Source: an optimization exercise on an open RTL-to-GDS flow (aim: small area). Production flows keep margins and buffers that such runs may drop.
Function was checked by simulation only, so behaviour that the tests miss may differ from the original.
Power figures rest on the tool's default switching activity, not on a simulated workload.

==> flow/design.v <==
`default_nettype none
package fetch_pkg;
    localparam int unsigned LANE_W = $clog2(4);
    localparam int unsigned OFS_W  = LANE_W + 2;     
    typedef logic [32-1:0]   addr_t;
    typedef logic [4-1:0]    lane_mask_t;
    typedef logic [LANE_W-1:0]          lane_idx_t;
    typedef logic [4*32-1:0] block_t;
    typedef enum logic [1:0] {
        IDLE      = 2'b00,
        REQ       = 2'b01,   
        WAIT_DATA = 2'b10,
        WAIT_DROP = 2'b11    
    } fetch_state_e;
endpackage
`default_nettype wire
`default_nettype none
package bpred_pkg;
    localparam int unsigned BTB_IDX_W = $clog2(16);
    localparam int unsigned BTB_TAG_W = 32 - BTB_IDX_W - ($clog2(4) + 2);
    typedef enum logic [1:0] {
        STRONG_NT = 2'b00,
        WEAK_NT   = 2'b01,
        WEAK_T    = 2'b10,
        STRONG_T  = 2'b11
    } ctr_e;
    typedef struct packed {
        logic                   valid;
        logic [BTB_TAG_W-1:0]   tag;
        logic [$clog2(4)-1:0] lane;     
        logic [32-1:0] target;
    } btb_entry_t;
    function automatic logic [1:0] ctr_next(input logic [1:0] cur, input logic taken);
        logic [1:0] nxt;
        nxt = cur;
        case (cur)
            2'b00:   nxt = taken ? 2'b01 : 2'b00;    
            2'b01:   nxt = taken ? 2'b10 : 2'b00;    
            2'b10:   nxt = taken ? 2'b11 : 2'b01;    
            2'b11:   nxt = taken ? 2'b11 : 2'b10;    
            default: nxt = 2'b01;
        endcase
        ctr_next = nxt;
    endfunction
endpackage
`default_nettype wire
`timescale 1ns/1ps
`default_nettype none
module pc_register (
    input  wire                         clk_i,
    input  wire                         arst_n_i,
    input  wire                         req_accept_i,
    input  wire                         exc_valid_i,
    input  wire fetch_pkg::addr_t       exc_pc_i,
    input  wire                         br_mispredict_i,
    input  wire fetch_pkg::addr_t       br_target_i,
    input  wire                         btb_hit_i,
    input  wire fetch_pkg::lane_idx_t   btb_lane_i,
    input  wire fetch_pkg::addr_t       btb_target_i,
    input  wire                         pht_taken_i,     
    output fetch_pkg::addr_t            fetch_pc_o,
    output fetch_pkg::lane_idx_t        last_lane_o,     
    output logic                        pred_taken_o,
    output logic                        flush_o
);
    localparam int unsigned LANE_W = fetch_pkg::LANE_W;
    localparam int unsigned OFS_W  = fetch_pkg::OFS_W;
    fetch_pkg::addr_t       pc_q;
    fetch_pkg::addr_t       seq_pc;
    fetch_pkg::addr_t       pred_target;
    fetch_pkg::addr_t       redirect_pc;
    assign pred_taken_o = btb_hit_i && (btb_lane_i >= pc_q[2 +: LANE_W]) && pht_taken_i;
    assign last_lane_o  = pred_taken_o ? btb_lane_i : {LANE_W{1'b1}};
    assign seq_pc      = {pc_q[32-1:OFS_W] + 1'b1, {OFS_W{1'b0}}};
    assign pred_target = pred_taken_o ? btb_target_i : seq_pc;
    assign flush_o     = exc_valid_i | br_mispredict_i;
    assign redirect_pc = exc_valid_i ? exc_pc_i : br_target_i;   
    always_ff @(posedge clk_i or negedge arst_n_i) begin
        if (!arst_n_i) begin
            pc_q <= 32'h0000_1000;
        end else if (flush_o) begin
            pc_q <= redirect_pc;
        end else if (req_accept_i) begin
            pc_q <= pred_target;
        end
    end
    assign fetch_pc_o = pc_q;
endmodule
`default_nettype wire
`timescale 1ns/1ps
`default_nettype none
module branch_target_buffer (
    input  wire                         clk_i,
    input  wire                         arst_n_i,
    input  wire fetch_pkg::addr_t       fetch_pc_i,
    input  wire                         upd_valid_i,
    input  wire fetch_pkg::addr_t       upd_pc_i,
    input  wire                         upd_taken_i,
    input  wire fetch_pkg::addr_t       upd_target_i,
    output logic                        hit_o,
    output fetch_pkg::lane_idx_t        lane_o,
    output fetch_pkg::addr_t            target_o
);
    localparam int unsigned OFS_W = fetch_pkg::OFS_W;
    localparam int unsigned IDX_W = bpred_pkg::BTB_IDX_W;
    localparam int unsigned TAG_W = bpred_pkg::BTB_TAG_W;
    localparam int unsigned LANE_W = fetch_pkg::LANE_W;
    logic [16-1:0]                    valid_q;
    logic [16-1:0][TAG_W-1:0]         tag_q;
    logic [16-1:0][LANE_W-1:0]        lane_q;
    logic [16-1:0][32-1:0] target_q;
    logic [IDX_W-1:0]       rd_idx;
    logic [TAG_W-1:0]       rd_tag;
    logic [IDX_W-1:0]       upd_idx;
    logic [TAG_W-1:0]       upd_tag;
    fetch_pkg::lane_idx_t   upd_lane;
    logic                   upd_match;
    assign rd_idx   = fetch_pc_i[OFS_W +: IDX_W];
    assign rd_tag   = fetch_pc_i[32-1 -: TAG_W];
    logic                       rd_valid;
    logic [TAG_W-1:0]           rd_tag_q;
    always_comb begin
        rd_valid = 1'b0;
        rd_tag_q = '0;
        lane_o   = '0;
        target_o = '0;
        for (int i = 0; i < 16; i++) begin
            if (rd_idx == IDX_W'(i)) begin
                rd_valid = rd_valid | valid_q[i];
                rd_tag_q = rd_tag_q | tag_q[i];
                lane_o   = lane_o   | lane_q[i];
                target_o = target_o | target_q[i];
            end
        end
    end
    assign hit_o    = rd_valid && (rd_tag_q == rd_tag);
    assign upd_idx  = upd_pc_i[OFS_W +: IDX_W];
    assign upd_tag  = upd_pc_i[32-1 -: TAG_W];
    assign upd_lane = upd_pc_i[2 +: LANE_W];
    logic                       old_valid;
    logic [TAG_W-1:0]           old_tag;
    fetch_pkg::lane_idx_t       old_lane;
    always_comb begin
        old_valid = 1'b0;
        old_tag   = '0;
        old_lane  = '0;
        for (int i = 0; i < 16; i++) begin
            if (upd_idx == IDX_W'(i)) begin
                old_valid = old_valid | valid_q[i];
                old_tag   = old_tag   | tag_q[i];
                old_lane  = old_lane  | lane_q[i];
            end
        end
    end
    assign upd_match = old_valid && (old_tag == upd_tag) && (old_lane == upd_lane);
    for (genvar i = 0; i < 16; i++) begin : g_entry
        logic sel;
        assign sel = upd_valid_i && (upd_idx == IDX_W'(i));
        always_ff @(posedge clk_i or negedge arst_n_i) begin
            if (!arst_n_i) begin
                valid_q[i] <= 1'b0;
            end else if (sel) begin
                if (upd_taken_i) begin
                    valid_q[i] <= 1'b1;
                end else if (upd_match) begin
                    valid_q[i] <= 1'b0;          
                end
            end
        end
        always_ff @(posedge clk_i) begin
            if (sel && upd_taken_i) begin
                tag_q[i]    <= upd_tag;
                lane_q[i]   <= upd_lane;
                target_q[i] <= upd_target_i;
            end
        end
    end
endmodule
`default_nettype wire
`timescale 1ns/1ps
`default_nettype none
module pattern_history_table (
    input  wire                         clk_i,
    input  wire                         arst_n_i,
    input  wire fetch_pkg::addr_t       fetch_pc_i,
    input  wire fetch_pkg::lane_idx_t   lane_i,
    input  wire                         upd_valid_i,
    input  wire fetch_pkg::addr_t       upd_pc_i,
    input  wire                         upd_taken_i,
    output logic                        taken_o
);
    localparam int unsigned LANE_W = fetch_pkg::LANE_W;
    localparam int unsigned OFS_W  = fetch_pkg::OFS_W;
    localparam int unsigned IDX_W  = $clog2(64);
    logic [64-1:0]    dir_q;
    logic [64-1:0]    strong_q;
    logic [IDX_W-1:0]           rd_idx;
    logic [IDX_W-1:0]           upd_idx;
    assign rd_idx  = {fetch_pc_i[OFS_W +: IDX_W-LANE_W], lane_i};
    assign taken_o = dir_q[rd_idx];
    assign upd_idx = upd_pc_i[2 +: IDX_W];      
    for (genvar i = 0; i < 64; i++) begin : g_ctr
        logic sel;
        assign sel = upd_valid_i && (upd_idx == IDX_W'(i));
        always_ff @(posedge clk_i or negedge arst_n_i) begin
            if (!arst_n_i) begin
                dir_q[i]    <= 1'b0;
                strong_q[i] <= 1'b0;
            end else if (sel) begin
                strong_q[i] <= (dir_q[i] == upd_taken_i);
                if (!strong_q[i]) begin
                    dir_q[i] <= upd_taken_i;
                end
            end
        end
    end
endmodule
`default_nettype wire
`timescale 1ns/1ps
`default_nettype none
module fetch_ctrl (
    input  wire                         clk_i,
    input  wire                         arst_n_i,
    input  wire fetch_pkg::addr_t       fetch_pc_i,
    input  wire fetch_pkg::lane_idx_t   last_lane_i,
    input  wire                         pred_taken_i,
    input  wire                         flush_i,
    input  wire                         inst_index_ok_i,
    input  wire                         inst_data_ok_i,
    input  wire fetch_pkg::block_t      inst_rdata_i,
    input  wire                         iq_ready_i,
    output logic                        req_accept_o,
    output logic                        inst_req_o,
    output fetch_pkg::addr_t            inst_index_o,
    output logic                        iq_valid_o,
    output fetch_pkg::addr_t            iq_pc_o,
    output fetch_pkg::block_t           iq_inst_o,
    output fetch_pkg::lane_mask_t       iq_lane_en_o,
    output logic                        iq_pred_taken_o,
    output fetch_pkg::addr_t            iq_pred_target_o
);
    localparam int unsigned LANE_W = fetch_pkg::LANE_W;
    localparam int unsigned OFS_W  = fetch_pkg::OFS_W;
    fetch_pkg::fetch_state_e    state_q;
    fetch_pkg::fetch_state_e    state_d;
    logic                       buf_valid_q;
    logic                       data_fire;
    fetch_pkg::addr_t           blk_pc_q;
    fetch_pkg::lane_idx_t       blk_last_q;      
    logic                       blk_pred_taken_q;
    fetch_pkg::block_t          blk_inst_q;
    assign inst_req_o   = (state_q == fetch_pkg::REQ) && !flush_i;   
    assign inst_index_o = {fetch_pc_i[32-1:OFS_W], {OFS_W{1'b0}}};
    assign req_accept_o = inst_req_o && inst_index_ok_i;
    assign data_fire = (state_q == fetch_pkg::WAIT_DATA) && inst_data_ok_i && !flush_i;
    always_comb begin
        state_d = state_q;
        case (state_q)
            fetch_pkg::IDLE: begin
                if (!buf_valid_q || iq_ready_i) begin
                    state_d = fetch_pkg::REQ;
                end
            end
            fetch_pkg::REQ: begin
                if (req_accept_o) begin
                    state_d = fetch_pkg::WAIT_DATA;
                end
            end
            fetch_pkg::WAIT_DATA: begin
                if (inst_data_ok_i) begin
                    state_d = fetch_pkg::IDLE;
                end else if (flush_i) begin
                    state_d = fetch_pkg::WAIT_DROP;
                end
            end
            default: begin
                if (inst_data_ok_i) begin
                    state_d = fetch_pkg::IDLE;
                end
            end
        endcase
    end
    always_ff @(posedge clk_i or negedge arst_n_i) begin
        if (!arst_n_i) begin
            state_q     <= fetch_pkg::IDLE;
            buf_valid_q <= 1'b0;
        end else begin
            state_q     <= state_d;
            buf_valid_q <= !flush_i && (buf_valid_q ? !iq_ready_i : data_fire);
        end
    end
    always_ff @(posedge clk_i) begin
        if (state_q == fetch_pkg::REQ) begin
            blk_pc_q         <= fetch_pc_i;
            blk_last_q       <= last_lane_i;
            blk_pred_taken_q <= pred_taken_i;
        end
    end
    always_ff @(posedge clk_i) begin
        if (!buf_valid_q) begin
            blk_inst_q <= inst_rdata_i;
        end
    end
    for (genvar l = 0; l < 4; l++) begin : g_lane
        assign iq_lane_en_o[l] = (blk_pc_q[2 +: LANE_W] <= LANE_W'(l)) &&
                                 (blk_last_q >= LANE_W'(l));
    end
    assign iq_valid_o       = buf_valid_q;
    assign iq_pc_o          = blk_pc_q;
    assign iq_inst_o        = blk_inst_q;
    assign iq_pred_taken_o  = blk_pred_taken_q;
    assign iq_pred_target_o = fetch_pc_i;
endmodule
`default_nettype wire
`timescale 1ns/1ps
`default_nettype none
module fetch_stage (
    input  wire                         clk_i,
    input  wire                         arst_n_i,
    output logic                        inst_req_o,
    output fetch_pkg::addr_t            inst_index_o,
    input  wire                         inst_index_ok_i,
    input  wire                         inst_data_ok_i,
    input  wire fetch_pkg::block_t      inst_rdata_i,
    output logic                        iq_valid_o,
    input  wire                         iq_ready_i,
    output fetch_pkg::addr_t            iq_pc_o,
    output fetch_pkg::block_t           iq_inst_o,
    output fetch_pkg::lane_mask_t       iq_lane_en_o,
    output logic                        iq_pred_taken_o,
    output fetch_pkg::addr_t            iq_pred_target_o,
    input  wire                         br_update_valid_i,
    input  wire fetch_pkg::addr_t       br_pc_i,
    input  wire                         br_taken_i,
    input  wire fetch_pkg::addr_t       br_target_i,
    input  wire                         br_mispredict_i,
    input  wire                         exc_valid_i,
    input  wire fetch_pkg::addr_t       exc_pc_i
);
    fetch_pkg::addr_t       fetch_pc;
    fetch_pkg::lane_idx_t   last_lane;
    logic                   pred_taken;
    logic                   flush;
    logic                   req_accept;
    logic                   btb_hit;
    fetch_pkg::lane_idx_t   btb_lane;
    fetch_pkg::addr_t       btb_target;
    logic                   pht_taken;
    pc_register u_pc_register (
        .clk_i           (clk_i),
        .arst_n_i        (arst_n_i),
        .req_accept_i    (req_accept),
        .exc_valid_i     (exc_valid_i),
        .exc_pc_i        (exc_pc_i),
        .br_mispredict_i (br_mispredict_i),
        .br_target_i     (br_target_i),
        .btb_hit_i       (btb_hit),
        .btb_lane_i      (btb_lane),
        .btb_target_i    (btb_target),
        .pht_taken_i     (pht_taken),
        .fetch_pc_o      (fetch_pc),
        .last_lane_o     (last_lane),
        .pred_taken_o    (pred_taken),
        .flush_o         (flush)
    );
    branch_target_buffer u_branch_target_buffer (
        .clk_i        (clk_i),
        .arst_n_i     (arst_n_i),
        .fetch_pc_i   (fetch_pc),
        .upd_valid_i  (br_update_valid_i),
        .upd_pc_i     (br_pc_i),
        .upd_taken_i  (br_taken_i),
        .upd_target_i (br_target_i),
        .hit_o        (btb_hit),
        .lane_o       (btb_lane),
        .target_o     (btb_target)
    );
    pattern_history_table u_pattern_history_table (
        .clk_i       (clk_i),
        .arst_n_i    (arst_n_i),
        .fetch_pc_i  (fetch_pc),
        .lane_i      (btb_lane),
        .upd_valid_i (br_update_valid_i),
        .upd_pc_i    (br_pc_i),
        .upd_taken_i (br_taken_i),
        .taken_o     (pht_taken)
    );
    fetch_ctrl u_fetch_ctrl (
        .clk_i            (clk_i),
        .arst_n_i         (arst_n_i),
        .fetch_pc_i       (fetch_pc),
        .last_lane_i      (last_lane),
        .pred_taken_i     (pred_taken),
        .flush_i          (flush),
        .inst_index_ok_i  (inst_index_ok_i),
        .inst_data_ok_i   (inst_data_ok_i),
        .inst_rdata_i     (inst_rdata_i),
        .iq_ready_i       (iq_ready_i),
        .req_accept_o     (req_accept),
        .inst_req_o       (inst_req_o),
        .inst_index_o     (inst_index_o),
        .iq_valid_o       (iq_valid_o),
        .iq_pc_o          (iq_pc_o),
        .iq_inst_o        (iq_inst_o),
        .iq_lane_en_o     (iq_lane_en_o),
        .iq_pred_taken_o  (iq_pred_taken_o),
        .iq_pred_target_o (iq_pred_target_o)
    );
endmodule
`default_nettype wire
==> flow/flow/run.sh <==
#!/bin/bash
# The standard layout (standard.sh), with:
#  - an area-oriented ABC script in synthesis (flow/synth.tcl, flow/area.abc)
#  - the smallest buffer on every port
#  - a clock tree without dummy loads
# The make output goes to flow_make.log here; each ORFS step also keeps its
# own log under orfs/logs/.
set -euo pipefail
export AREA_ABC_SCRIPT="$PWD/flow/area.abc"
bash standard.sh \
    "SYNTH_SCRIPT=$PWD/flow/synth.tcl" \
    "BUFFER_PORTS_ARGS=-buffer_cell sky130_fd_sc_hd__buf_1" \
    "CTS_ARGS=-sink_clustering_enable -repair_clock_nets -dont_use_dummy_load -buf_list sky130_fd_sc_hd__clkbuf_8 -sink_clustering_size 16 -sink_clustering_max_diameter 60" \
    finish > flow_make.log 2>&1
==> flow/flow/area.abc <==
&get -n
&st
&dch -f
&nf -a -R 1000
&put
==> flow/flow/synth.tcl <==
# The standard synthesis script (synth_recipe.tcl), with ABC's mapping
# script swapped for an area-oriented one. Registers are mapped before ABC
# runs, so they are the standard synthesis's.
proc synth {args} { yosys synth -nofsm -noshare {*}$args }
proc abc {args} {
  set i [lsearch -exact $args -script]
  if {$i >= 0} { lset args [expr {$i + 1}] $::env(AREA_ABC_SCRIPT) }
  yosys abc {*}$args
}
source $::env(SCRIPTS_DIR)/synth.tcl
# left out here: clear keep_hierarchy, flatten, clean up, hide names made inside functions, write 1_2_yosys.v
==> flow/standard.sh <==
#!/bin/bash
# synth_recipe.tcl (not shown) runs the flow's synth.tcl, then flattens the netlist and writes it again
# the make line also repeats each setting of config.mk as NAME=value (left out here)
make -C /OpenROAD-flow-scripts/flow DESIGN_CONFIG=/design/flow/config.mk WORK_HOME=/design/flow/orfs CLKGATE_MAP_FILE= SYNTH_SCRIPT=/design/flow/synth_recipe.tcl "${@:-finish}"
==> flow/config.mk <==
export PLATFORM = sky130hd
export DESIGN_NAME = fetch_stage
export DESIGN_NICKNAME = fetch_stage
export VERILOG_FILES = /design/flow/design.v
export SDC_FILE = /design/flow/constraint.sdc
export NUM_CORES = 4
export LEC_CHECK = 0
export CAP_MARGIN = 20
export CORE_MARGIN = 2
export CORE_UTILIZATION = 40
export SLEW_MARGIN = 20
==> flow/constraint.sdc <==
create_clock -name core_clock -period 6.0 [get_ports {clk_i}]
set_input_delay 1.2000 -clock core_clock [delete_from_list [all_inputs] [get_ports {clk_i}]]
set_output_delay 1.2000 -clock core_clock [all_outputs]
set_load 0.01 [all_outputs]
==> results by group, run 1 <==
STA
  – Slew at the pin closest to its max-slew limit: 1.078 ns
  – Post-route setup slack: 0.3098 ns
  – RSZ-0062 raised after global routing: no
  – Setup violators final: 0
  – Relative slew slack: 0.2810
  – Max-slew violation count: 0
  – Final worst path period share: 0.9484
  – Fmax: 175.7 MHz
  – Final Hold Fails: 0
  – Final setup TNS: 0 ns
  – Tmin final: 5.690 ns
  – Final Skew: 0.1160 ns

Die
  – Rows: 129
  – Core area: 124,000 µm²
  – Full die area: 128,200 µm²
  – Die Y: 358.0 µm
  – # IOs: 464
  – Die span in x: 358.0 µm
  – Initial Util: 0.4043

Route
  – First-pass iteration count of the detailed router: 13
  – Via count: 34,407
  – DRT Wirelength: 169,300 µm
  – Routed wire length per instance: 31.12 µm
  – DRC errors left: 0
  – Vias/cell: 6.325
  – DRT iter0 DRCs: 5,408
  – Routed Antenna Nets: 0

CTS
  – Post-CTS Hold Buffers: 0
  – CTS Buffer Depth: 3
  – Worst skew pair latency: 0.89 ns
  – Cts bufs inserted: 110
  – Root buf cell: clkbuf_8
  – TritonCTS clock tree: yes
  – Clk sinks: 1,270
  – Htree depth: 3
  – CTS clk-pin slew, worst paths: 0.10 ns

GRT
  – First-pass GRT wire length: 234,900 µm
  – Total gr overflow: 0
  – Pin count of the biggest net entering global routing: 167
  – Initial antenna violation count: 12
  – Vias in the first global route: 32,745
  – Gr usage total: 0.2554

Worst setup path
  – Data arrival, critical path: 6.38 ns
  – Critical Path RT: 6.69 ns
  – CP Launch Type: flip-flop
  – Setup CP Type: flip-flop to flip-flop
  – CP endpoint kind: flip-flop
  – R2R Path Start: u_pc_register.pc_q[4]
  – Worst R2R Path Depth: 20
  – Start point of the critical path: u_pc_register.pc_q[4]
  – Maximum net fanout on the critical path: 18
  – CP Capture Point: u_pc_register.pc_q[9]
  – Worst R2R End: u_pc_register.pc_q[9]
  – Reg2Reg Setup Slack: 0.31 ns

Synth
  – Synth cell count leaders: 1,091 x edfxtp_1, 225 x nand2_1, 178 x dfrtp_1, 165 x a221o_1, 146 x a222oi_1
  – Yosys warning count: 4
  – Cell with the most instances after synthesis: edfxtp_1
  – EDFF count, synth: 1,091
  – Cell taking the most area after synthesis: edfxtp_1
  – Mapped Area: 50,120 µm²
  – Share of the synthesized area in the top cell type: 0.6536
  – FFs w/ async S/R, synth: 0.1409
  – Post-synthesis register bit count: 1,270
  – Sequential fraction of the synthesis area: 0.7430
  – Synth top area cells: edfxtp_1 65%, dfrtp_1 8.9%, a221o_1 3.3%, a222oi_1 2.9%, a22oi_1 2.2%
  – Synthesized area per cell: 16.27 µm²
  – Top FF cell, synth: edfxtp_1
  – Synthesized instance count: 3,081
  – Post-synthesis cell type count: 47

Placement
  – GP Congestion: 0.8719
  – Pre-CTS WS: 0.1009 ns
  – IO Port Bufs: 457
  – Hpwl dp: 103,400 µm

Min path
  – HP Class: input port to asynchronous set/reset pin

Layout
  – Seq. cell area: 37,240 µm²
  – Multi-input combinational cell area: 12,850 µm²
  – Share of layout cells above drive strength 1: 0.09433
  – Area grow syn2layout: 13.79%
  – Fin nets: 4,040
  – Fillers: 10,912

Pwr
  – Flop pwr share: 0.580
  – Clock power frac: 0.245
  – Maximum vdd drop: 0.2570 mV
  – Combinational share of power: 0.175
  – Switching Share: 0.2876
  – LEAKAGE: 19.21 nW
  – Pwr per Cell Area: 313.4 nW/µm²
  – Internal: 0.01274 W
  – Switching pwr: 0.005141 W

Job
  – Max-cap violations: 0

Status
  – Status: no timing/DRC/antenna violations
## cell usage in the layout (no fill, tap or decap), types with 108 or more instances in the layout
cell	n
edfxtp_1	1091
buf_1	453
nand2_1	225
dfrtp_1	176
a221o_1	165
buf_4	158
a222oi_1	146
a22oi_1	144
nor2_1	117
clkbuf_8	110
o21ai_0	108
## power groups by stage
stage	combinational (W)	clock, W	sequential (W)
after floorplan	0.00158	0	0.0105
after global placement	0.00304	0	0.0105
after detailed placement	0.00306	0	0.0106
after CTS	0.00308	0.00445	0.0104
after global routing	0.00331	0.00475	0.0104
final	0.00312	0.00439	0.0104
## final cells by class
class,count,share of cell area
Multi-Input combinational cell,1763,0.2254
Clock buffer,110,0.02654
Antenna cell,8,0.0003510
Tap cell,1637,0.03591
Sequential cell,1270,0.6530
Inverter,19,0.001294
Timing Repair Buffer,633,0.05750
## worst max-delay path: stages, from the launching register on
cell       delay [ns]
dfrtp_2          0.46
clkinv_1         0.17
ha_1             0.29
and2_4           0.22
buf_4            0.22
a222oi_1         0.35
nand2_1          0.09
a221o_1          0.27
a221oi_1         0.24
nand3_1          0.19
xor2_1           0.22
or4_1            0.62
a2111oi_2        0.35
buf_4            0.18
or4b_2           0.64
buf_12           0.22
buf_4            0.19
o31ai_1          0.26
a21oi_1          0.10
a21oi_1          0.12
o21ai_0          0.08
## worst min-delay path by stage
stage,end,start,cells past startpoint,slack [ns]
after global routing,u_pattern_history_table.dir_q[63],arst_n_i,1,0.19
after global placement,u_pattern_history_table.strong_q[62],u_pattern_history_table.strong_q[62],2,0.46
after detailed placement,u_pattern_history_table.strong_q[35],u_pattern_history_table.strong_q[35],2,0.47
after CTS,u_pattern_history_table.dir_q[63],arst_n_i,1,0.14
after floorplan,u_pattern_history_table.strong_q[29],u_pattern_history_table.strong_q[29],2,0.45
final,u_pattern_history_table.dir_q[63],arst_n_i,1,0.20
## metrics by stage
step | instances | instance area, µm² | power, W | util | hold slack, ns
2_1_floorplan | 3084 | 50140 | 0.01213 | - | 0.4502
3_3_place_gp | 5319 | 55420 | 0.01358 | 0.4471 | 0.4636
3_5_place_dp | 5321 | 55460 | 0.01362 | 0.4474 | 0.4721
4_1_cts | 5431 | 56980 | 0.01789 | 0.4597 | 0.1406
5_1_grt | 5437 | 57030 | 0.01847 | 0.4600 | 0.1873
6_report | 5440 | 57030 | 0.01788 | 0.4601 | 0.1983
## repair_timing
item                       CTS  global route
buffers inserted             0             0
setup endpoints to repair    0            21
gates resized for setup      0             4
## registers in the layout, summed over array words and instances (netlist names), 2 cells and up
signal,count
u_branch_target_buffer.valid_q,16
u_fetch_ctrl.blk_last_q,2
u_fetch_ctrl.blk_inst_q,128
u_fetch_ctrl.state_q,2
u_branch_target_buffer.tag_q,384
u_pattern_history_table.dir_q,64
u_branch_target_buffer.target_q,512
u_fetch_ctrl.blk_pc_q,32
u_pattern_history_table.strong_q,64
u_pc_register.pc_q,32
u_branch_target_buffer.lane_q,32
## cell families after synthesis
kind of cell | count (synthesis) | synth area share
DFF | 1270 | 0.7430
AOI/OAI and AO/OA | 864 | 0.1373
and+or+nand+nor | 624 | 0.05759
muxes | 134 | 0.03105
xor gates and xnor gates | 127 | 0.02219
buffers and inverters | 51 | 0.006216
adders and majority gates | 10 | 0.002496
other | 1 | 0.00007482
## per-layer routing
layer  routed length [µm]  part of all wire  up-vias  track usage
li1                     -                 -    14246            -
met1                66490              0.39    17502       0.3481
met2                77830              0.46     2294       0.4039
met3                18900              0.11      357      0.05537
met4                 6008             0.035        8      0.09230
met5                   62           0.00037        -            0
==> run 2: changes to the inputs <==
==> flow/flow/area.abc (replaced) <==
&get -n
&st
&syn3
&dch -f
&nf -a -R 1000
&put
--- a/flow/config.mk
+++ b/flow/config.mk
@@ -5,7 +5,7 @@
 export SDC_FILE = /design/flow/constraint.sdc
 export NUM_CORES = 4
 export LEC_CHECK = 0
-export CAP_MARGIN = 20
+export CAP_MARGIN = 0
 export CORE_MARGIN = 2
 export CORE_UTILIZATION = 40
-export SLEW_MARGIN = 20
+export SLEW_MARGIN = 0
==> run 2 against run 1 <==
Net effect:
- cell count down 0.35%
- non-clock buffer count is 50 lower
- power shrank 0.84%
- hold slack better by 0.21 ns
- critical path depth increased by 4
- cell area is 1.5% lower
- routed wire length is 0.53% lower
- fmax up 4.9%
- sequential share of layout area up 0.98 points
- combinational power down 5%
- count of clock-buffer cells in the layout is 2 lower
- via count fell by 0.96%
==> results by group, run 2 <==
Die
  – # IOs: 464 (unchanged)
  – Die span in x: 356.3 µm (was 358.0 µm)
  – Full die area: 127,000 µm² (was 128,200 µm²)
  – Initial Util: 0.4021 (was 0.4043)
  – Die Y: 356.3 µm (was 358.0 µm)
  – Core area: 123,500 µm² (was 124,000 µm²)
  – Rows: 129 (unchanged)

Worst setup path
  – Crit-path cells: buf_4 -> clkinv_1 -> ha_1 -> and2_4 -> a222oi_1 -> nand3_1 -> or4_1 -> clkinv_1 -> buf_4 -> ha_1 -> nand2b_1 -> a21oi_1 -> a31oi_1 -> o21ai_0 -> a2111oi_0 -> and4_1 -> nand4_1 -> nor4_4 -> buf_12 -> a41oi_1 -> o21ai_0 -> nand2_1 -> o21ai_0 -> o21ai_0 (was clkinv_1 -> ha_1 -> and2_4 -> buf_4 -> a222oi_1 -> nand2_1 -> a221o_1 -> a221oi_1 -> nand3_1 -> xor2_1 -> or4_1 -> a2111oi_2 -> buf_4 -> or4b_2 -> buf_12 -> buf_4 -> o31ai_1 -> a21oi_1 -> a21oi_1 -> o21ai_0)
  – Buffers & Inverters on Critical Path: 5 (unchanged)
  – WP depth: 24 (was 20)
  – Setup CP Type: flip-flop to flip-flop (unchanged)
  – Max incr delay on CP: 0.53 ns (was 0.64 ns)
  – Critical Path RT: 6.72 ns (was 6.69 ns)
  – Data arrival, critical path: 6.15 ns (was 6.38 ns)
  – Maximum net fanout on the critical path: 40 (was 18)
  – Worst R2R Path Depth: 24 (was 20)
  – Crit path max-delay family: compound AO/OA/AOI/OAI gates (unchanged)
  – Cell mode on critical path: o21ai_0 (was buf_4)
  – CP endpoint kind: flip-flop (unchanged)
  – CP max-delay cell: or4_1 (was or4b_2)
  – CP Launch Type: flip-flop (unchanged)

Route
  – Routed Antenna Nets: 0 (unchanged)
  – Vias/cell: 6.286 (was 6.325)
  – Via count: 34,077 (was 34,407)
  – DRC errors left: 0 (unchanged)
  – DRT Wirelength: 168,400 µm (was 169,300 µm)
  – First-pass iteration count of the detailed router: 9 (was 13)
  – Routed wire length per instance: 31.07 µm (was 31.12 µm)
  – DRT iter0 DRCs: 6,148 (was 5,408)

GRT
  – Vias in the first global route: 32,645 (was 32,745)
  – Initial antenna violation count: 23 (was 12)
  – Gr usage total: 0.2574 (was 0.2554)
  – Total gr overflow: 0 (unchanged)
  – Pin count of the biggest net entering global routing: 84 (was 167)
  – First-pass GRT wire length: 235,400 µm (was 234,900 µm)

Synth
  – EDFF count, synth: 1,091 (unchanged)
  – FFs w/ async S/R, synth: 0.1409 (unchanged)
  – Share of the synthesized area in the top cell type: 0.6598 (was 0.6536)
  – Top FF cell, synth: edfxtp_1 (unchanged)
  – Yosys warning count: 4 (unchanged)
  – Mapped Area: 49,650 µm² (was 50,120 µm²)
  – Cell taking the most area after synthesis: edfxtp_1 (unchanged)
  – Sequential fraction of the synthesis area: 0.7501 (was 0.7430)
  – Synth cell count leaders: 1,091 x edfxtp_1, 349 x nand2_1, 242 x a222oi_1, 178 x dfrtp_1, 147 x a22oi_1 (was 1,091 x edfxtp_1, 225 x nand2_1, 178 x dfrtp_1, 165 x a221o_1, 146 x a222oi_1)
  – Synthesized instance count: 3,114 (was 3,081)
  – Cell with the most instances after synthesis: edfxtp_1 (unchanged)
  – Synthesized area per cell: 15.94 µm² (was 16.27 µm²)
  – Post-synthesis register bit count: 1,270 (unchanged)
  – Post-synthesis cell type count: 47 (unchanged)
  – Synth top area cells: edfxtp_1 66%, dfrtp_1 9.0%, a222oi_1 4.9%, nand2_1 2.6%, a22oi_1 2.2% (was edfxtp_1 65%, dfrtp_1 8.9%, a221o_1 3.3%, a222oi_1 2.9%, a22oi_1 2.2%)

STA
  – Final Skew: 0.1186 ns (was 0.1160 ns)
  – Final setup TNS: 0 ns (unchanged)
  – Final Hold Fails: 0 (unchanged)
  – Final hold slack: 0.4103 ns (was 0.1983 ns)
  – Tmin final: 5.424 ns (was 5.690 ns)
  – Relative slew slack: 0.1005 (was 0.2810)
  – Final worst path period share: 0.9039 (was 0.9484)
  – Setup violators final: 0 (unchanged)
  – RSZ-0062 raised after global routing: no (unchanged)
  – Max-slew violation count: 0 (unchanged)
  – Fmax: 184.4 MHz (was 175.7 MHz)
  – Slew at the pin closest to its max-slew limit: 1.344 ns (was 1.078 ns)

Placement
  – GP Congestion: 0.8518 (was 0.8719)
  – IO Port Bufs: 457 (unchanged)
  – Hpwl dp: 98,460 µm (was 103,400 µm)

Layout
  – Fin nets: 4,021 (was 4,040)
  – Biggest register: u_branch_target_buffer.target_q (unchanged)
  – Commonest non-fill, non-tap cell in the layout: edfxtp_1 (unchanged)
  – Share of layout cells above drive strength 1: 0.07918 (was 0.09433)
  – Fillers: 10,870 (was 10,912)
  – Largest regs: u_branch_target_buffer.target_q x512, u_branch_target_buffer.tag_q x384, u_fetch_ctrl.blk_inst_q x128 (unchanged)
  – Most frequent cells in the layout: 1,091 x edfxtp_1, 453 x buf_1, 349 x nand2_1, 242 x a222oi_1, 178 x dfrtp_1 (was 1,091 x edfxtp_1, 453 x buf_1, 225 x nand2_1, 176 x dfrtp_1, 165 x a221o_1)
  – Max reg flops: 512 (unchanged)
  – Area grow syn2layout: 13.16% (was 13.79%)

Job
  – Max-cap violations: 0 (unchanged)

CTS
  – Worst skew pair latency: 0.89 ns (about the same)
  – Root buf cell: clkbuf_8 (unchanged)
  – Cts bufs inserted: 108 (was 110)
  – Htree depth: 3 (unchanged)
  – CTS clk-pin slew, worst paths: 0.11 ns (was 0.10 ns)
  – Setup Fix Bufs, Post-CTS: 0 (unchanged)
  – CTS Buffer Depth: 3 (unchanged)
  – # resized after CTS: 0 (unchanged)
  – Clk sinks: 1,270 (unchanged)
  – TritonCTS clock tree: yes (unchanged)
  – Post-CTS Hold Buffers: 0 (unchanged)

Pwr
  – LEAKAGE: 18.46 nW (was 19.21 nW)
  – Pwr per Cell Area: 315.5 nW/µm² (was 313.4 nW/µm²)
  – Maximum vdd drop: 0.2395 mV (was 0.2570 mV)

Status
  – Status: no timing/DRC/antenna violations (unchanged)

Min path
  – HP Class: input port to asynchronous set/reset pin (unchanged)
[run 2: cells by family after synthesis]
group | after synthesis | synth area share
multiplexers | 66 | 0.01489
other | 1 | 0.00007553
flip-flops | 1270 | 0.7501
AND/OR/NAND/NOR | 720 | 0.06756
XOR/XNOR | 135 | 0.02381
AO/OA/AOI/OAI | 857 | 0.1345
buffers and inverters | 55 | 0.006577
adder cells (fa/ha/maj) | 10 | 0.002520
[run 2: worst register-to-register path, delay by kind of cell (launching register included)]
family | cells | cell delay, ns
buf+inv | 5 | 1.07
simple gates | 8 | 1.62
compound gates | 9 | 1.78
fa+ha+maj | 2 | 0.49
flops | 1 | 0.36
[run 2: through the flow]
step                setup WS [ns]  area [µm²]  utilization  cells  total power, W
global placement           0.5717       54680       0.4428   5305         0.01347
CTS                        0.6181       56160       0.4549   5413         0.01775
finish                     0.5764       56180       0.4550   5421         0.01773
floorplan                 0.07808       49710            -   3117         0.01206
detailed placement         0.5529       54680       0.4428   5305         0.01350
global route               0.1938       56180       0.4550   5420         0.01832
[run 2: per-layer routing]
layer / GRT usage / vias up / part of all wire
met5: 0 / - / 0.00067
met4: 0.09983 / 16 / 0.038
met3: 0.06041 / 390 / 0.12
met2: 0.4073 / 2447 / 0.46
met1: 0.3450 / 16998 / 0.38
li1: - / 14226 / -
[run 2: layout make-up]
class	instances	area, µm²	area share
inverters	23	90.09	0.001603
well taps	1637	2048	0.03646
multi-input cells	1792	12400	0.2207
clock buffers	108	1486	0.02646
repair buffers	583	2897	0.05155
diodes	8	20.02	0.0003563
flip-flops and latches	1270	37240	0.6629
[run 2: report_power, final]
part / switching (W) / internal, W
combinational: 0.00202 / 0.000957
clock: 0.00277 / 0.00159
sequential: 0.000333 / 0.0101
total: 0.00512 / 0.0126
[run 2: final timing paths]
path                                                     start  slack, ns                                   to
max                                      u_pc_register.pc_q[4]       0.58               u_pc_register.pc_q[16]
min                                                   arst_n_i       0.41  u_pattern_history_table.strong_q[7]
max reg2reg                              u_pc_register.pc_q[4]       0.58               u_pc_register.pc_q[16]
min reg2reg                u_pattern_history_table.strong_q[4]       0.49  u_pattern_history_table.strong_q[4]
max in group asynchronous                             arst_n_i       4.25                u_pc_register.pc_q[2]
min in group core_clock    u_pattern_history_table.strong_q[4]       0.49  u_pattern_history_table.strong_q[4]
==> run 3: changes to the inputs <==
==> flow/config.mk (replaced) <==
export PLATFORM = sky130hd
export DESIGN_NAME = fetch_stage
export DESIGN_NICKNAME = fetch_stage
export VERILOG_FILES = /design/flow/design.v
export SDC_FILE = /design/flow/constraint.sdc
export NUM_CORES = 4
export LEC_CHECK = 0
export CAP_MARGIN = 20
export CORE_MARGIN = 2
export CORE_UTILIZATION = 65
export PLACE_DENSITY = 0.75
export SLEW_MARGIN = 20
==> run 3 against run 2 <==
Net effect:
- fmax shrank 2.9%
- power shrank 2.2%
- highest routed layer unchanged
- combinational power is essentially flat
- largest cell class unchanged
- count of clock-buffer cells in the layout fell by 15
- hold slack better by 0.034 ns
- utilization grew 27 points
- sequential share of layout area up 1.3 points
- clock power down 8.9%
- via count is 4.2% higher
==> results by group, run 3 <==
Status
  – Status: no timing/DRC/antenna violations (unchanged)

CTS
  – Worst skew pair latency: 0.75 ns (was 0.89 ns)
  – Cts bufs inserted: 93 (was 108)
  – TritonCTS clock tree: yes (unchanged)
  – Clk sinks: 1,270 (unchanged)
  – CTS clk-pin slew, worst paths: 0.10 ns (was 0.11 ns)
  – # resized after CTS: 0 (unchanged)
  – CTS Buffer Depth: 3 (unchanged)
  – Post-CTS Hold Buffers: 0 (unchanged)
  – Root buf cell: clkbuf_8 (unchanged)
  – Htree depth: 3 (unchanged)
  – Setup Fix Bufs, Post-CTS: 0 (unchanged)

Pwr
  – Combinational share of power: 0.170 (was 0.168)
  – Flop pwr share: 0.601 (was 0.586)
  – Pwr per Cell Area: 314.7 nW/µm² (was 315.5 nW/µm²)
  – Maximum vdd drop: 0.2712 mV (was 0.2395 mV)
  – LEAKAGE: 18.37 nW (was 18.46 nW)
  – Internal: 0.01239 W (was 0.01260 W)
  – Clock power frac: 0.230 (was 0.246)
  – Switching pwr: 0.004945 W (was 0.005122 W)
  – Switching Share: 0.2853 (was 0.2890)

STA
  – Tmin final: 5.585 ns (was 5.424 ns)
  – Final Skew: 0.08564 ns (was 0.1186 ns)
  – Final setup TNS: 0 ns (unchanged)
  – Max-slew violation count: 0 (unchanged)
  – Fmax: 179.1 MHz (was 184.4 MHz)
  – Final Hold Fails: 0 (unchanged)
  – Final worst path period share: 0.9308 (was 0.9039)
  – RSZ-0062 raised after global routing: no (unchanged)
  – Setup violators final: 0 (unchanged)
  – Relative slew slack: 0.2745 (was 0.1005)
  – Slew at the pin closest to its max-slew limit: 1.088 ns (was 1.344 ns)

GRT
  – Gr usage total: 0.3973 (was 0.2574)
  – Pin count of the biggest net entering global routing: 180 (was 84)
  – Vias in the first global route: 34,725 (was 32,645)
  – Total gr overflow: 0 (unchanged)
  – Initial antenna violation count: 16 (was 23)
  – First-pass GRT wire length: 225,000 µm (was 235,400 µm)

Synth
  – Synthesized area per cell: 15.94 µm² (unchanged)
  – Top FF cell, synth: edfxtp_1 (unchanged)
  – Synth cell count leaders: 1,091 x edfxtp_1, 349 x nand2_1, 242 x a222oi_1, 178 x dfrtp_1, 147 x a22oi_1 (unchanged)
  – Mapped Area: 49,650 µm² (unchanged)
  – Post-synthesis register bit count: 1,270 (unchanged)
  – Synth top area cells: edfxtp_1 66%, dfrtp_1 9.0%, a222oi_1 4.9%, nand2_1 2.6%, a22oi_1 2.2% (unchanged)
  – Post-synthesis cell type count: 47 (unchanged)
  – Yosys warning count: 4 (unchanged)
  – FFs w/ async S/R, synth: 0.1409 (unchanged)
  – Synthesized instance count: 3,114 (unchanged)
  – Share of the synthesized area in the top cell type: 0.6598 (unchanged)
  – Sequential fraction of the synthesis area: 0.7501 (unchanged)
  – Cell taking the most area after synthesis: edfxtp_1 (unchanged)
  – EDFF count, synth: 1,091 (unchanged)
  – Cell with the most instances after synthesis: edfxtp_1 (unchanged)

Job
  – Max-cap violations: 0 (unchanged)

Placement
  – Hpwl dp: 91,220 µm (was 98,460 µm)
  – IO Port Bufs: 457 (unchanged)
  – GP Congestion: 0.8965 (was 0.8518)
  – DP Area: 53,710 µm² (was 54,680 µm²)

Die
  – # IOs: 464 (unchanged)
  – Core area: 75,820 µm² (was 123,500 µm²)
  – Rows: 101 (was 129)
  – Die Y: 280.4 µm (was 356.3 µm)
  – Full die area: 78,610 µm² (was 127,000 µm²)
  – Initial Util: 0.6548 (was 0.4021)
  – Die span in x: 280.4 µm (was 356.3 µm)

Worst setup path
  – Cell mode on critical path: o21ai_0 (unchanged)
  – R2R Path Start: u_pc_register.pc_q[5] (was u_pc_register.pc_q[4])
  – CP max-delay cell: buf_4 (was or4_1)
  – CP Launch Type: flip-flop (unchanged)
  – CP endpoint kind: flip-flop (unchanged)
  – Data arrival, critical path: 6.22 ns (was 6.15 ns)
  – Start point of the critical path: u_pc_register.pc_q[5] (was u_pc_register.pc_q[4])
  – Crit-path cells: clkinv_1 -> ha_1 -> and2_2 -> a222oi_1 -> nand3_1 -> or4_1 -> buf_4 -> clkinv_1 -> ha_1 -> nand2b_1 -> a21oi_1 -> a31oi_1 -> o21ai_0 -> a2111oi_0 -> and4_1 -> nand4_1 -> nor4_4 -> buf_4 -> a41oi_1 -> o21ai_0 -> nand2_1 -> o21ai_0 -> o21ai_0 (was buf_4 -> clkinv_1 -> ha_1 -> and2_4 -> a222oi_1 -> nand3_1 -> or4_1 -> clkinv_1 -> buf_4 -> ha_1 -> nand2b_1 -> a21oi_1 -> a31oi_1 -> o21ai_0 -> a2111oi_0 -> and4_1 -> nand4_1 -> nor4_4 -> buf_12 -> a41oi_1 -> o21ai_0 -> nand2_1 -> o21ai_0 -> o21ai_0)
  – Setup CP Type: flip-flop to flip-flop (unchanged)
  – Max incr delay on CP: 0.51 ns (was 0.53 ns)
  – Critical Path RT: 6.64 ns (was 6.72 ns)
  – Maximum net fanout on the critical path: 40 (unchanged)
  – Worst R2R Path Depth: 23 (was 24)

Layout
  – Area grow syn2layout: 10.92% (was 13.16%)
  – Share of layout cells above drive strength 1: 0.07545 (was 0.07918)
  – Cell area after layout: 55,080 µm² (was 56,180 µm²)
  – Multi-input combinational cell area: 12,300 µm² (was 12,400 µm²)
  – Seq. cell area: 37,240 µm² (unchanged)
  – Most frequent cells in the layout: 1,091 x edfxtp_1, 453 x buf_1, 349 x nand2_1, 242 x a222oi_1, 178 x dfrtp_1 (unchanged)
  – Largest regs: u_branch_target_buffer.target_q x512, u_branch_target_buffer.tag_q x384, u_fetch_ctrl.blk_inst_q x128 (unchanged)
  – Biggest register: u_branch_target_buffer.target_q (unchanged)
  – Max reg flops: 512 (unchanged)
  – Commonest non-fill, non-tap cell in the layout: edfxtp_1 (unchanged)
  – Fin nets: 4,009 (was 4,021)
  – Fillers: 4,772 (was 10,870)

Route
  – Via count: 35,524 (was 34,077)
  – First-pass iteration count of the detailed router: 11 (was 9)
  – Routed wl met3: 25,650 µm (was 20,830 µm)
  – Top Layer Used: met5 (unchanged)
  – DRC errors left: 0 (unchanged)
  – Vias/cell: 7.472 (was 6.286)
  – Metal-1 WL: 51,960 µm (was 63,560 µm)
  – DRT Wirelength: 158,700 µm (was 168,400 µm)
  – Routed wire length per instance: 33.39 µm (was 31.07 µm)
  – DRT iter0 DRCs: 7,683 (was 6,148)
  – Routed Antenna Nets: 0 (unchanged)
  – WL met2: 72,100 µm (was 77,460 µm)

Min path
  – HP Class: input port to asynchronous set/reset pin (unchanged)
==> run 3: cell counts after synthesis <==
No cell type changed its count.
==> run 3: metal layers <==
metal  vias up  track usage
li1      14199            -
met1     17248       0.5164
met2      3365       0.6110
met3       702       0.1272
met4        10       0.1953
met5         -            0
==> run 3: worst max-delay path, delay by kind of cell, from the launching register on <==
kind | cells | cell delay, ns
AOI/OAI and AO/OA | 9 | 1.88
and+or+nand+nor | 8 | 1.48
DFF | 1 | 0.48
buffers and inverters | 4 | 1.14
adders and majority gates | 2 | 0.45
==> run 3: path summary, 6_finish.rpt <==
kind	endpoint	slack (ns)
worst max-delay path	u_pc_register.pc_q[27]	0.42
worst min-delay path	u_branch_target_buffer.valid_q[5]	0.44
worst max register to register	u_pc_register.pc_q[27]	0.42
worst min register to register	u_pattern_history_table.strong_q[34]	0.48
max in group asynchronous	u_pc_register.pc_q[3]	4.53
min in group core_clock	u_pattern_history_table.strong_q[34]	0.48
==> run 3: cell type report <==
class | count | area share
Antenna cell | 12 | 0.0005452
Clock buffer | 93 | 0.02324
Inverter | 23 | 0.001636
Multi-Input combinational cell | 1792 | 0.2233
Sequential cell | 1270 | 0.6762
Tap cell | 978 | 0.02222
Timing Repair Buffer | 586 | 0.05289
==> run 3: metrics by stage <==
step | setup slack [ns] | hold slack [ns] | total power, W | util | instances
after floorplan | 0.07808 | 0.4499 | 0.01206 | - | 3117
after global placement | 0.7042 | 0.4615 | 0.01329 | 0.7083 | 4647
after detailed placement | 0.5019 | 0.4695 | 0.01341 | 0.7083 | 4647
after CTS | 0.5323 | 0.4850 | 0.01720 | 0.7252 | 4740
after global routing | 0.1456 | 0.4593 | 0.01778 | 0.7262 | 4750
final | 0.4154 | 0.4443 | 0.01733 | 0.7264 | 4754
==> run 3: logic make-up after synthesis <==
kind of cell	count (synthesis)	share of synthesized area
buffers and inverters	55	0.006577
other	1	0.00007553
adders and majority gates	10	0.002520
DFF	1270	0.7501
AOI/OAI and AO/OA	857	0.1345
xor gates and xnor gates	135	0.02381
and+or+nand+nor	720	0.06756
muxes	66	0.01489
==> run 3: power by group through the flow <==
stage,combinational [W],clock (W),sequential [W]
final,0.00294,0.00398,0.0104
after global routing,0.00308,0.00426,0.0104
after CTS,0.00283,0.00397,0.0104
after detailed placement,0.00282,0,0.0106
after global placement,0.00273,0,0.0106
after floorplan,0.00148,0,0.0106
==> run 4: changes to the inputs <==
--- a/flow/config.mk
+++ b/flow/config.mk
@@ -8,5 +8,6 @@
 export CAP_MARGIN = 20
 export CORE_MARGIN = 2
 export CORE_UTILIZATION = 65
+export GPL_TIMING_DRIVEN = 0
 export PLACE_DENSITY = 0.75
 export SLEW_MARGIN = 20
==> run 4 against run 3 <==
Net effect:
- worst setup slack got worse by 0.27 ns
- cell count increased by 0.53%
- fmax decreased by 4.7%
- flip-flop and latch count unchanged
- global-route usage increased by 1.6 points
- count of clock-buffer cells in the layout increased by 1
- critical path depth decreased by 2
- sequential power about the same
- first-iteration DRC count increased by 3.0%
- critical path type unchanged
- largest cell class unchanged
==> results by group, run 4 <==
STA
  – Max-slew violation count: 0 (unchanged)
  – Fmax: 170.7 MHz (was 179.1 MHz)
  – Setup violators final: 0 (unchanged)
  – Relative slew slack: 0.2293 (was 0.2745)
  – Final worst path period share: 0.9764 (was 0.9308)
  – Final Hold Fails: 0 (unchanged)
  – Post-route setup slack: 0.1416 ns (was 0.4154 ns)
  – Tmin final: 5.858 ns (was 5.585 ns)
  – Slew at the pin closest to its max-slew limit: 1.156 ns (was 1.088 ns)
  – Final Skew: 0.08886 ns (was 0.08564 ns)

Synth
  – Synth Area in Adders: 0.002520 (unchanged)
  – Synth cell count leaders: 1,091 x edfxtp_1, 349 x nand2_1, 242 x a222oi_1, 178 x dfrtp_1, 147 x a22oi_1 (unchanged)
  – Mapped Area: 49,650 µm² (unchanged)
  – Yosys warning count: 4 (unchanged)
  – Synthesized area per cell: 15.94 µm² (unchanged)
  – FFs w/ async S/R, synth: 0.1409 (unchanged)
  – Synthesized instance count: 3,114 (unchanged)
  – Synth top area cells: edfxtp_1 66%, dfrtp_1 9.0%, a222oi_1 4.9%, nand2_1 2.6%, a22oi_1 2.2% (unchanged)
  – Sequential fraction of the synthesis area: 0.7501 (unchanged)
  – Xor/xnor share of the synthesized area: 0.02381 (unchanged)
  – Share of the synthesized area in the top cell type: 0.6598 (unchanged)
  – Cell taking the most area after synthesis: edfxtp_1 (unchanged)
  – Post-synthesis register bit count: 1,270 (unchanged)
  – Simple-gate share of the synthesized area: 0.06756 (unchanged)
  – Compound-Gate Fraction of Synth Area: 0.1345 (unchanged)
  – Proportion of synthesized area in mux cells: 0.01489 (unchanged)
  – Post-synthesis cell type count: 47 (unchanged)
  – Main combinational cell family by area after synthesis: compound AO/OA/AOI/OAI gates (unchanged)
  – Top FF cell, synth: edfxtp_1 (unchanged)
  – Cell with the most instances after synthesis: edfxtp_1 (unchanged)
  – EDFF count, synth: 1,091 (unchanged)

Route
  – Routed wire length per instance: 34.32 µm (was 33.39 µm)
  – DRC errors left: 0 (unchanged)
  – Vias/cell: 7.532 (was 7.472)
  – DRT iter0 DRCs: 7,911 (was 7,683)
  – Via count: 35,997 (was 35,524)
  – DRT Wirelength: 164,000 µm (was 158,700 µm)
  – Routed Antenna Nets: 0 (unchanged)
  – First-pass iteration count of the detailed router: 11 (unchanged)

Placement
  – GP Congestion: 0.8832 (was 0.8965)
  – Hpwl dp: 93,990 µm (was 91,220 µm)
  – Pre-CTS WS: -2.593 ns (was 0.5019 ns)
  – IO Port Bufs: 457 (unchanged)

GRT
  – GRT busiest layer: met2 (unchanged)
  – Met3 Usage GRT: 0.1301 (was 0.1272)
  – Met1 Usage GRT: 0.5423 (was 0.5164)
  – Total gr overflow: 0 (unchanged)
  – First-pass GRT wire length: 232,700 µm (was 225,000 µm)
  – Global routing usage on met2: 0.6179 (was 0.6110)
  – Gr usage total: 0.4133 (was 0.3973)
  – Vias in the first global route: 35,483 (was 34,725)
  – Initial antenna violation count: 19 (was 16)
  – Pin count of the biggest net entering global routing: 90 (was 180)

Worst setup path
  – Crit path max-delay family: simple AND/OR/NAND/NOR gates (was compound AO/OA/AOI/OAI gates)
  – Max incr delay on CP: 0.57 ns (was 0.51 ns)
  – Buffers & Inverters on Critical Path: 4 (unchanged)
  – CP max-delay cell: dfrtp_4 (was buf_4)
  – Setup CP Type: flip-flop to flip-flop (unchanged)
  – Critical Path RT: 6.68 ns (was 6.64 ns)
  – Data arrival, critical path: 6.54 ns (was 6.22 ns)
  – Maximum net fanout on the critical path: 35 (was 40)
  – CP endpoint kind: flip-flop (unchanged)
  – Crit-path cells: ha_2 -> and2_4 -> buf_16 -> a22oi_1 -> and4_2 -> and4b_4 -> clkinv_8 -> ha_1 -> a21oi_1 -> a31oi_2 -> o21ai_0 -> a2111oi_1 -> and4_1 -> nand4_1 -> nor4_4 -> buf_4 -> buf_6 -> nand2b_1 -> nand3_1 -> o211ai_1 -> a22o_1 (was clkinv_1 -> ha_1 -> and2_2 -> a222oi_1 -> nand3_1 -> or4_1 -> buf_4 -> clkinv_1 -> ha_1 -> nand2b_1 -> a21oi_1 -> a31oi_1 -> o21ai_0 -> a2111oi_0 -> and4_1 -> nand4_1 -> nor4_4 -> buf_4 -> a41oi_1 -> o21ai_0 -> nand2_1 -> o21ai_0 -> o21ai_0)
  – CP Launch Type: flip-flop (unchanged)

Layout
  – Biggest register: u_branch_target_buffer.target_q (unchanged)
  – Share of layout cells above drive strength 1: 0.08765 (was 0.07545)
  – Largest regs: u_branch_target_buffer.target_q x512, u_branch_target_buffer.tag_q x384, u_fetch_ctrl.blk_inst_q x128 (unchanged)
  – Most frequent cells in the layout: 1,091 x edfxtp_1, 452 x buf_1, 349 x nand2_1, 242 x a222oi_1, 174 x dfrtp_1 (was 1,091 x edfxtp_1, 453 x buf_1, 349 x nand2_1, 242 x a222oi_1, 178 x dfrtp_1)
  – Seq. cell area: 37,260 µm² (was 37,240 µm²)
  – Multi-input combinational cell area: 12,610 µm² (was 12,300 µm²)
  – Fillers: 4,655 (was 4,772)
  – Fin nets: 4,033 (was 4,009)
  – Area grow syn2layout: 13.50% (was 10.92%)
  – Commonest non-fill, non-tap cell in the layout: edfxtp_1 (unchanged)
  – Max reg flops: 512 (unchanged)

Pwr
  – Total power: 0.01763 W (was 0.01733 W)
  – Pwr per Cell Area: 312.9 nW/µm² (was 314.7 nW/µm²)
  – LEAKAGE: 18.76 nW (was 18.37 nW)
  – Maximum vdd drop: 0.2522 mV (was 0.2712 mV)

CTS
  – Clk sinks: 1,270 (unchanged)
  – CTS clk-pin slew, worst paths: 0.10 ns (about the same)
  – TritonCTS clock tree: yes (unchanged)
  – Worst skew pair latency: 0.77 ns (was 0.75 ns)
  – Root buf cell: clkbuf_8 (unchanged)
  – CTS Buffer Depth: 3 (unchanged)
  – Htree depth: 3 (unchanged)
  – Cts bufs inserted: 94 (was 93)

Die
  – Rows: 101 (unchanged)
  – Die Y: 280.4 µm (unchanged)
  – Initial Util: 0.6548 (unchanged)
  – Full die area: 78,610 µm² (unchanged)
  – # IOs: 464 (unchanged)
  – Core area: 75,820 µm² (unchanged)
  – Die span in x: 280.4 µm (unchanged)

Status
  – Status: no timing/DRC/antenna violations (unchanged)

Job
  – Max-cap violations: 0 (unchanged)

Min path
  – HP Class: input port to asynchronous set/reset pin (unchanged)
## run 4: cell types whose count changed in the layout (fill, tap and decap cells not counted), sizes merged
| cell | delta |
|---|---|
| and2 | +12 |
| buf | +10 |
| and3 | +3 |
| clkbuf | -2 |
| and4b | +1 |
| clkinv | -1 |
| clkinvlp | +1 |
| diode | +1 |
## run 4: metrics by stage
| stage | cell area (µm²) | setup TNS [ns] | instances | util | hold slack, ns |
|---|---|---|---|---|---|
| 6_report | 56350 | 0 | 4779 | 0.7432 | 0.3589 |
| 5_1_grt | 56340 | -0.06361 | 4775 | 0.7431 | 0.3541 |
| 4_1_cts | 56220 | 0 | 4760 | 0.7415 | 0.3168 |
| 3_5_place_dp | 54640 | -81.81 | 4639 | 0.7206 | 0.4664 |
| 3_3_place_gp | 52650 | -5073.38 | 4552 | 0.6943 | 0.4571 |
| 2_1_floorplan | 49710 | 0 | 3117 | - | 0.4499 |
## run 4: cell families after synthesis
group                      after synthesis
xor gates and xnor gates               135
buffers and inverters                   55
DFF                                   1270
other                                    1
and+or+nand+nor                        720
AOI/OAI and AO/OA                      857
adders and majority gates               10
muxes                                   66
## run 4: final timing paths
path | startpoint | endpoint | slack (ns) | cells past startpoint
worst min-delay path | arst_n_i | u_pattern_history_table.dir_q[43] | 0.36 | 1
worst max-delay path | u_pc_register.pc_q[5] | u_pc_register.pc_q[6] | 0.14 | 21
worst min register to register | u_pattern_history_table.strong_q[27] | u_pattern_history_table.strong_q[27] | 0.49 | 2
worst max register to register | u_pc_register.pc_q[5] | u_pc_register.pc_q[6] | 0.14 | 21
max in group asynchronous | arst_n_i | u_pc_register.pc_q[12] | 4.65 | 4
min in group core_clock | u_pattern_history_table.strong_q[27] | u_pattern_history_table.strong_q[27] | 0.49 | 2
## run 4: cell type report
class / instances / area share
tap: 978 / 0.02171
sequential: 1270 / 0.6611
inverter: 23 / 0.002087
multi-input combinational: 1808 / 0.2238
clock buffer: 94 / 0.02296
antenna: 13 / 0.0005773
buffer: 32 / 0.004263
timing repair buffer: 561 / 0.06350
## run 4: where the power goes
group          total, W  switching (W)  internal (W)
logic           0.00319        0.00211       0.00108
clock network   0.00400        0.00260       0.00140
registers        0.0104       0.000384        0.0101
## run 4: metal layers
layer | routed length (µm) | vias up
li1 | - | 14275
met1 | 53820 | 17459
met2 | 73730 | 3502
met3 | 26100 | 749
met4 | 10250 | 12
met5 | 86 | -
## run 4: what timing repair did
action,4_1_cts,5_1_grt
gates cloned,16,0
pin swaps,13,2
setup endpoints to repair,35,28
endpoints found under the hold margin,0,0
resized for setup,24,11
hold buffers,0,0
setup buffers,11,6
==> run 5: changes to the inputs <==
--- a/flow/config.mk
+++ b/flow/config.mk
@@ -7,7 +7,6 @@
 export LEC_CHECK = 0
 export CAP_MARGIN = 20
 export CORE_MARGIN = 2
-export CORE_UTILIZATION = 65
-export GPL_TIMING_DRIVEN = 0
-export PLACE_DENSITY = 0.75
+export CORE_UTILIZATION = 75
+export PLACE_DENSITY = 0.85
 export SLEW_MARGIN = 20
==> run 5 against run 4 <==
Net effect:
- worst setup slack gained 0.12 ns
- routed wire length increased by 4.6%
- sequential share of layout area grew 1.7 points
- die area shrank 13%
- via count grew 2.3%
- non-clock buffer count is 13 lower
- global-route usage up 8.7 points
- cell count fell by 2.7%
- critical path depth rose by 1
- area after synthesis unchanged
- clock power fell by 2%
- fmax grew 2.1%
- critical endpoint is now u_pc_register.pc_q[23]
==> results by group, run 5 <==
Route
  – DRC errors left: 0 (unchanged)
  – First-pass iteration count of the detailed router: 14 (was 11)
  – DRT iter0 DRCs: 9,292 (was 7,911)
  – Via count: 36,828 (was 35,997)
  – Vias/cell: 7.922 (was 7.532)
  – DRT Wirelength: 171,600 µm (was 164,000 µm)
  – Routed Antenna Nets: 0 (unchanged)
  – Routed wire length per instance: 36.91 µm (was 34.32 µm)

Synth
  – Mapped Area: 49,650 µm² (unchanged)
  – Post-synthesis cell type count: 47 (unchanged)
  – Synth cell count leaders: 1,091 x edfxtp_1, 349 x nand2_1, 242 x a222oi_1, 178 x dfrtp_1, 147 x a22oi_1 (unchanged)
  – Post-synthesis register bit count: 1,270 (unchanged)
  – Synthesized instance count: 3,114 (unchanged)
  – Share of the synthesized area in the top cell type: 0.6598 (unchanged)
  – Cell taking the most area after synthesis: edfxtp_1 (unchanged)
  – Synth top area cells: edfxtp_1 66%, dfrtp_1 9.0%, a222oi_1 4.9%, nand2_1 2.6%, a22oi_1 2.2% (unchanged)
  – Synthesized area per cell: 15.94 µm² (unchanged)
  – Yosys warning count: 4 (unchanged)
  – Top FF cell, synth: edfxtp_1 (unchanged)
  – Cell with the most instances after synthesis: edfxtp_1 (unchanged)
  – EDFF count, synth: 1,091 (unchanged)
  – Sequential fraction of the synthesis area: 0.7501 (unchanged)
  – FFs w/ async S/R, synth: 0.1409 (unchanged)

Placement
  – GP Congestion: 0.9132 (was 0.8832)
  – Hpwl dp: 101,700 µm (was 93,990 µm)
  – IO Port Bufs: 457 (unchanged)

Die
  – Rows: 94 (was 101)
  – Die Y: 261.3 µm (was 280.4 µm)
  – Initial Util: 0.7566 (was 0.6548)
  – Die span in x: 261.3 µm (was 280.4 µm)
  – Core area: 65,630 µm² (was 75,820 µm²)
  – Full die area: 68,280 µm² (was 78,610 µm²)
  – # IOs: 464 (unchanged)

Layout
  – Share of layout cells above drive strength 1: 0.07297 (was 0.08765)
  – Biggest register: u_branch_target_buffer.target_q (unchanged)
  – Area grow syn2layout: 10.56% (was 13.50%)
  – Fin nets: 4,000 (was 4,033)
  – Commonest non-fill, non-tap cell in the layout: edfxtp_1 (unchanged)
  – Largest regs: u_branch_target_buffer.target_q x512, u_branch_target_buffer.tag_q x384, u_fetch_ctrl.blk_inst_q x128 (unchanged)
  – Most frequent cells in the layout: 1,091 x edfxtp_1, 453 x buf_1, 349 x nand2_1, 242 x a222oi_1, 178 x dfrtp_1 (was 1,091 x edfxtp_1, 452 x buf_1, 349 x nand2_1, 242 x a222oi_1, 174 x dfrtp_1)
  – Max reg flops: 512 (unchanged)
  – Fillers: 3,195 (was 4,655)

CTS
  – CTS Buffer Depth: 3 (unchanged)
  – TritonCTS clock tree: yes (unchanged)
  – Worst skew pair latency: 0.76 ns (was 0.77 ns)
  – CTS clk-pin slew, worst paths: 0.10 ns (about the same)
  – Cts bufs inserted: 90 (was 94)
  – Clk sinks: 1,270 (unchanged)
  – Htree depth: 3 (unchanged)
  – Root buf cell: clkbuf_8 (unchanged)

STA
  – Max-slew violation count: 0 (unchanged)
  – Relative slew slack: 0.1579 (was 0.2293)
  – Final hold slack: 0.4897 ns (was 0.3589 ns)
  – Final setup TNS: 0 ns (unchanged)
  – RSZ-0062 raised after global routing: no
  – Setup violators final: 0 (unchanged)
  – Final Hold Fails: 0 (unchanged)
  – Final worst path period share: 0.9564 (was 0.9764)
  – Final Skew: 0.05339 ns (was 0.08886 ns)
  – Fmax: 174.3 MHz (was 170.7 MHz)
  – Tmin final: 5.738 ns (was 5.858 ns)
  – Slew at the pin closest to its max-slew limit: 1.262 ns (was 1.156 ns)

Worst setup path
  – Crit-path cells: clkinv_1 -> ha_1 -> and2_2 -> a222oi_1 -> nand3_1 -> or4_1 -> clkinv_1 -> ha_1 -> nand2b_1 -> a21oi_1 -> a31oi_1 -> o21ai_0 -> a2111oi_0 -> and4_1 -> nand4_1 -> nor4_4 -> buf_8 -> a41oi_1 -> o21ai_0 -> nand2_1 -> o21ai_0 -> o21ai_0 (was ha_2 -> and2_4 -> buf_16 -> a22oi_1 -> and4_2 -> and4b_4 -> clkinv_8 -> ha_1 -> a21oi_1 -> a31oi_2 -> o21ai_0 -> a2111oi_1 -> and4_1 -> nand4_1 -> nor4_4 -> buf_4 -> buf_6 -> nand2b_1 -> nand3_1 -> o211ai_1 -> a22o_1)
  – Cell mode on critical path: o21ai_0
  – CP max-delay cell: or4_1 (was dfrtp_4)
  – Worst R2R Path Depth: 22 (was 21)
  – Maximum net fanout on the critical path: 32 (was 35)
  – Data arrival, critical path: 6.29 ns (was 6.54 ns)
  – Reg2Reg Setup Slack: 0.26 ns (was 0.14 ns)
  – CP endpoint kind: flip-flop (unchanged)
  – Worst R2R End: u_pc_register.pc_q[23] (was u_pc_register.pc_q[6])
  – Start point of the critical path: u_pc_register.pc_q[5] (unchanged)
  – R2R Path Start: u_pc_register.pc_q[5] (unchanged)
  – Critical Path RT: 6.56 ns (was 6.68 ns)
  – Max incr delay on CP: 0.55 ns (was 0.57 ns)
  – CP Launch Type: flip-flop (unchanged)
  – Setup CP Type: flip-flop to flip-flop (unchanged)

GRT
  – Total gr overflow: 0 (unchanged)
  – Initial antenna violation count: 36 (was 19)
  – First-pass GRT wire length: 239,200 µm (was 232,700 µm)
  – Pin count of the biggest net entering global routing: 180 (was 90)
  – Gr usage total: 0.5007 (was 0.4133)
  – Vias in the first global route: 35,633 (was 35,483)

Min path
  – Hold Path Cell Cnt: 2
  – WHS Endpoint: u_pattern_history_table.strong_q[19]
  – HP Class: flip-flop to flip-flop (was input port to asynchronous set/reset pin)
  – Hold path startpoint: u_pattern_history_table.strong_q[19]

Status
  – Status: no timing/DRC/antenna violations (unchanged)

Pwr
  – Maximum vdd drop: 0.2554 mV (was 0.2522 mV)
  – Pwr per Cell Area: 317.2 nW/µm² (was 312.9 nW/µm²)
  – LEAKAGE: 18.32 nW (was 18.76 nW)

Job
  – Max-cap violations: 0 (unchanged)
run 5: cell count changes in the layout (fill, tap and decap cells not counted), moves of 8 or more:
cell / delta
nor2_4: -14
buf_16: -30
buf_4: +42
and2_4: -12
buf_6: -8
nor2_2: +10
diode_2: +17
buf_12: -18
run 5: worst max-delay path by stage:
stage | endpoint | slack, ns | depth (start not counted)
6_report | u_pc_register.pc_q[23] | 0.26 | 22
5_1_grt | u_pc_register.pc_q[23] | 0.01 | 22
4_1_cts | u_pc_register.pc_q[23] | 0.31 | 22
3_5_place_dp | u_pc_register.pc_q[23] | 0.42 | 22
3_3_place_gp | u_pc_register.pc_q[16] | 0.64 | 22
2_1_floorplan | u_pc_register.pc_q[27] | 0.08 | 20
run 5: per-stage QoR:
stage / instance area [µm²] / cells / setup WS, ns / total power (W) / util
3_3_place_gp: 53550 / 4528 / 0.6441 / 0.01333 / 0.8159
2_1_floorplan: 49710 / 3117 / 0.07808 / 0.01206 / -
4_1_cts: 54790 / 4618 / 0.3087 / 0.01714 / 0.8348
5_1_grt: 54870 / 4639 / 0.01380 / 0.01775 / 0.8361
3_5_place_dp: 53550 / 4528 / 0.4243 / 0.01346 / 0.8159
6_report: 54900 / 4649 / 0.2618 / 0.01742 / 0.8365
run 5: what timing repair did:
| action | CTS | global route |
|---|---|---|
| resized for setup | 0 | 3 |
| setup buffers | 0 | 0 |
| hold buffers | 0 | 0 |
| endpoints found under the setup margin | 0 | 7 |
run 5: final cells by class:
cell class | instances | area [µm²] | share of cell area
sequential | 1270 | 37240 | 0.6784
multi-input combinational | 1792 | 12290 | 0.2239
timing repair buffer | 580 | 2877 | 0.05240
clock buffer | 90 | 1239 | 0.02256
tap | 864 | 1081 | 0.01969
inverter | 23 | 90.09 | 0.001641
antenna | 30 | 75.07 | 0.001368
run 5: worst max-delay path: cells and delay by family (launching register included):
family | cells | cell delay, ns
and+or+nand+nor | 8 | 2.02
AOI/OAI and AO/OA | 9 | 1.91
buffers and inverters | 3 | 0.73
adders and majority gates | 2 | 0.47
DFF | 1 | 0.37
run 5: power by group:
| group | total (W) | leakage, nW | switching (W) | internal [W] |
|---|---|---|---|---|
| combinational | 0.00303 | 5.32 | 0.00208 | 0.000944 |
| clock | 0.00393 | 0.647 | 0.00259 | 0.00134 |
| sequential | 0.0105 | 12.3 | 0.000401 | 0.0101 |
run 5: cells by family after synthesis:
kind of cell               count (synthesis)  share of synthesized area
AOI/OAI and AO/OA                        857                     0.1345
xor gates and xnor gates                 135                    0.02381
adders and majority gates                 10                   0.002520
buffers and inverters                     55                   0.006577
DFF                                     1270                     0.7501
muxes                                     66                    0.01489
other                                      1                 0.00007553
and+or+nand+nor                          720                    0.06756
run 5: routing by layer:
metal / GRT usage / routed length [µm] / vias up / share of wire
met1: 0.6020 / 48720 / 17322 / 0.28
li1: - / - / 14198 / -
met4: 0.3600 / 14620 / 28 / 0.085
met2: 0.7188 / 74780 / 4325 / 0.44
met5: 0 / 168 / - / 0.00098
met3: 0.2328 / 33300 / 955 / 0.19

port drivers added, routing unchanged:
In the flow no input, the clock included, has a driving cell. The finished layouts below were timed again as built, in two steps. Step 1 assumes that a clkbuf_16 drives the clock port and a buf_2 every other input. Step 2 moves the port delays by t, midway between the first and last clock arrival at a register: inputs arrive t later, outputs are due t later. That takes back most of the time a late clock gives input paths. Three values: ideal ports, drivers, drivers and shift; two values: the first two.
run	t (ns)	setup WS [ns]	hold WS [ns]	clock arrival spread, ns
run 1	0.903	0.310 / 0.310 / -0.009	0.198 / 0.196 / 0.482	0.135 / 0.136
run 2	0.891	0.576 / 0.576 / 0.363	0.410 / 0.418 / 0.485	0.142 / 0.141
run 3	0.791	0.415 / 0.415 / 0.415	0.444 / 0.397 / 0.485	0.115 / 0.115
run 4	0.795	0.142 / 0.142 / -0.237	0.359 / 0.313 / 0.489	0.089 / 0.089
run 5	0.794	0.262 / 0.262 / 0.262	0.490 / 0.490 / 0.490	0.068 / 0.068
Met with ideal ports but missed after step 2: setup timing in run 1 and run 4. For run 4, which loses most, drivers alone change the setup slack by 0.000 ns; drivers and shift together by -0.379 ns.
